This design comes from an exercise in tuning for small area, a short achievable clock period and few clock cycles per item on the open sky130 flow, not from production work.
Function was checked by simulation only, so behaviour that the tests miss may differ from the original.

==> flow/design.v <==
package lkv_pkg;
  localparam int MAX_ENTRIES_DEF = 16;
  localparam int KEY_BITS_DEF    = 16;
  localparam int VALUE_BITS_DEF  = 32;
  localparam int             CAP_BITS  = 5;
  localparam logic [CAP_BITS-1:0] CAP_RESET = 5'd16;
  typedef enum logic {
    CMD_GET = 1'b0,
    CMD_PUT = 1'b1
  } cmd_t;
  typedef enum logic [1:0] {
    ST_IDLE,
    ST_MATCH,
    ST_UPDATE,
    ST_REPLY
  } state_t;
  typedef struct packed {
    logic capture;
    logic lookup;
    logic update;
    logic reply;
  } ctl_cmd_t;
endpackage
module lru_key_value_cache (
  input  logic                         clk,
  input  logic                         rst,
  input  logic                         cfg_write_en,
  input  logic [4:0]                   cfg_write_data,
  input  logic                         req_valid,
  output logic                         req_ready,
  input  logic                         req_command,
  input  logic [15:0]                  req_lookup_key,
  input  logic [31:0]                  req_write_value,
  output logic                         rsp_valid,
  input  logic                         rsp_ready,
  output logic                         rsp_hit,
  output logic [31:0]                  rsp_read_value,
  output logic                         rsp_evicted,
  output logic [15:0]                  rsp_evicted_key
);
  localparam int N  = 16;
  localparam int KW = 16;
  localparam int VW = 32;
  logic          s_v;
  logic          s_put;
  logic [KW-1:0] s_key;
  logic [VW-1:0] s_val;
  logic [N-1:0]  vld;
  logic [KW-1:0] ekey [N];
  logic [VW-1:0] eval [N];
  logic [3:0]    lim_m1;
  logic          go;
  logic [N-1:0]  mq;       
  logic [N-1:0]  eq_old;   
  logic          eq_prev;  
  logic [N-1:0]  mq_d;
  logic [N-1:0]  vld_nx;
  logic [N-1:0]  m;
  logic [N-1:0]  ge;
  logic          hit;
  logic          putmiss;
  logic          full;
  logic [N-1:0]  en;
  logic [VW-1:0] hv;
  logic [KW-1:0] lastkey;
  logic          rd_q;
  logic          free_q;
  assign go        = s_v & (~rsp_valid | rsp_ready);
  assign req_ready = free_q | rsp_ready;
  always_ff @(posedge clk) begin
    if (rst) begin
      free_q <= 1'b1;
    end else begin
      free_q <= ~(req_ready ? req_valid : s_v) | ~(go | (rsp_valid & ~rsp_ready));
    end
  end
  always_ff @(posedge clk) begin
    if (rst) begin
      s_v <= 1'b0;
    end else if (req_ready) begin
      s_v <= req_valid;
    end
  end
  always_ff @(posedge clk) begin
    if (req_ready) begin
      s_put <= req_command;
      s_key <= req_lookup_key;
      s_val <= req_write_value;
      mq    <= mq_d;
    end
  end
  always_ff @(posedge clk) begin
    if (rst) begin
      lim_m1 <= 4'd15;
    end else if (cfg_write_en) begin
      if (cfg_write_data == 5'd0) begin
        lim_m1 <= 4'd0;
      end else if (cfg_write_data > 5'd16) begin
        lim_m1 <= 4'd15;
      end else begin
        lim_m1 <= 4'(cfg_write_data - 5'd1);
      end
    end
  end
  always_comb begin
    for (int i = 0; i < N; i++) begin
      m[i] = mq[i];
    end
    for (int i = 0; i < N; i++) begin
      ge[i] = |(m >> i);
    end
    hit     = ge[0];
    putmiss = s_put & ~hit;
    full    = vld[lim_m1];
    en[0]   = go & (hit | s_put);
    for (int i = 1; i < N; i++) begin
      en[i] = go & (ge[i] | putmiss);
    end
    hv      = '0;
    lastkey = '0;
    for (int i = 0; i < N; i++) begin
      hv = hv | ({VW{m[i]}} & eval[i]);
      if (i == N - 1) begin
        lastkey = lastkey | ({KW{vld[i]}} & ekey[i]);
      end else begin
        lastkey = lastkey | ({KW{vld[i] & ~vld[i+1]}} & ekey[i]);
      end
    end
  end
  always_comb begin
    eq_prev = (req_lookup_key == s_key);
    for (int i = 0; i < N; i++) begin
      eq_old[i] = (req_lookup_key == ekey[i]);
    end
    vld_nx  = (go && putmiss && !full) ? {vld[N-2:0], 1'b1} : vld;
    mq_d[0] = (en[0] ? eq_prev : eq_old[0]) & vld_nx[0];
    for (int i = 1; i < N; i++) begin
      mq_d[i] = (en[i] ? eq_old[i-1] : eq_old[i]) & vld_nx[i];
    end
  end
  always_ff @(posedge clk) begin
    if (en[0]) begin
      ekey[0] <= s_key;
      eval[0] <= s_put ? s_val : hv;
    end
    for (int i = 1; i < N; i++) begin
      if (en[i]) begin
        ekey[i] <= ekey[i-1];
        eval[i] <= eval[i-1];
      end
    end
  end
  always_ff @(posedge clk) begin
    if (rst) begin
      vld <= '0;
    end else if (go && putmiss && !full) begin
      vld <= {vld[N-2:0], 1'b1};
    end
  end
  always_ff @(posedge clk) begin
    if (rst) begin
      rsp_valid <= 1'b0;
    end else if (go) begin
      rsp_valid <= 1'b1;
    end else if (rsp_ready) begin
      rsp_valid <= 1'b0;
    end
  end
  assign rsp_read_value = {VW{rd_q}} & eval[0];
  always_ff @(posedge clk) begin
    if (go) begin
      rd_q            <= hit & ~s_put;
      rsp_hit         <= hit;
      rsp_evicted     <= putmiss & full;
      rsp_evicted_key <= (putmiss & full) ? lastkey : '0;
    end
  end
endmodule
export LEC_CHECK = 0
export CAP_MARGIN = 20
export CORE_MARGIN = 2
export CORE_UTILIZATION = 60
export SETUP_SLACK_MARGIN = 3.0
export SLEW_MARGIN = 20
export BUFFER_PORTS_ARGS = -buffer_cell sky130_fd_sc_hd__buf_4
create_clock -name core_clock -period 6.0 [get_ports {clk}]
standard.sh (not shown) runs the stock make flow with config.mk's settings and CLKGATE_MAP_FILE= SYNTH_SCRIPT=/design/flow/synth_recipe.tcl, a recipe that flattens the netlist after the stock synthesis.
==> flow/flow/run.sh <==
#!/bin/bash
set -e
echo 'export BUFFER_PORTS_ARGS = -buffer_cell sky130_fd_sc_hd__buf_4' >> "$FLOW_CONFIG"
bash standard.sh > standard.log 2>&1
Testbench counts at the start, summed over its fixed seeds: cycles 8,016, items 8,000.
Edit:
--- a/flow/design.v
+++ b/flow/design.v
@@ -62,20 +62,12 @@
   logic          full;
   logic [N-1:0]  en;
   logic [VW-1:0] hv;
   logic [KW-1:0] lastkey;
   logic          rd_q;
-  logic          free_q;
   assign go        = s_v & (~rsp_valid | rsp_ready);
-  assign req_ready = free_q | rsp_ready;
-  always_ff @(posedge clk) begin
-    if (rst) begin
-      free_q <= 1'b1;
-    end else begin
-      free_q <= ~(req_ready ? req_valid : s_v) | ~(go | (rsp_valid & ~rsp_ready));
-    end
-  end
+  assign req_ready = ~s_v | ~rsp_valid | rsp_ready;
   always_ff @(posedge clk) begin
     if (rst) begin
       s_v <= 1'b0;
     end else if (req_ready) begin
       s_v <= req_valid;
After rerunning: Final area drops slightly. Non-clock buffer count drops by 13. Sequential cell count shrinks by 1. Synthesized area stays flat. Hold slack hardly moves. Utilization came out lower by 0.37 points.
Testbench counts after the change, summed over its fixed seeds: cycles 8,016, items 8,000.

-- port drivers added, routing unchanged --
In the flow no input, the clock included, has a driving cell. The finished layouts below were timed again as built, in two steps.
Step 1 assumes that a clkbuf_16 drives the clock port and a buf_2 every other input.
Step 2 moves the port delays by t, midway between the first and last clock arrival at a register: inputs arrive t later, outputs are due t later. That takes back most of the time a late clock gives input paths.
Three values: no drivers, after step 1, after step 2; two values: the first two.
run	t, ns	setup slack, ns	hold WS [ns]	clock arrival spread, ns	worst data-port slew with drivers (ns)
the first run	0.704	3.019 / 2.986 / 2.392	0.430 / 0.430 / 0.430	0.031 / 0.031	0.04
the second run	0.708	3.025 / 3.002 / 2.428	0.428 / 0.428 / 0.428	0.030 / 0.030	0.05
After both steps setup and hold are still met in every run listed. For the first run, which loses most, drivers alone change the setup slack by -0.033 ns; drivers and shift together by -0.627 ns.
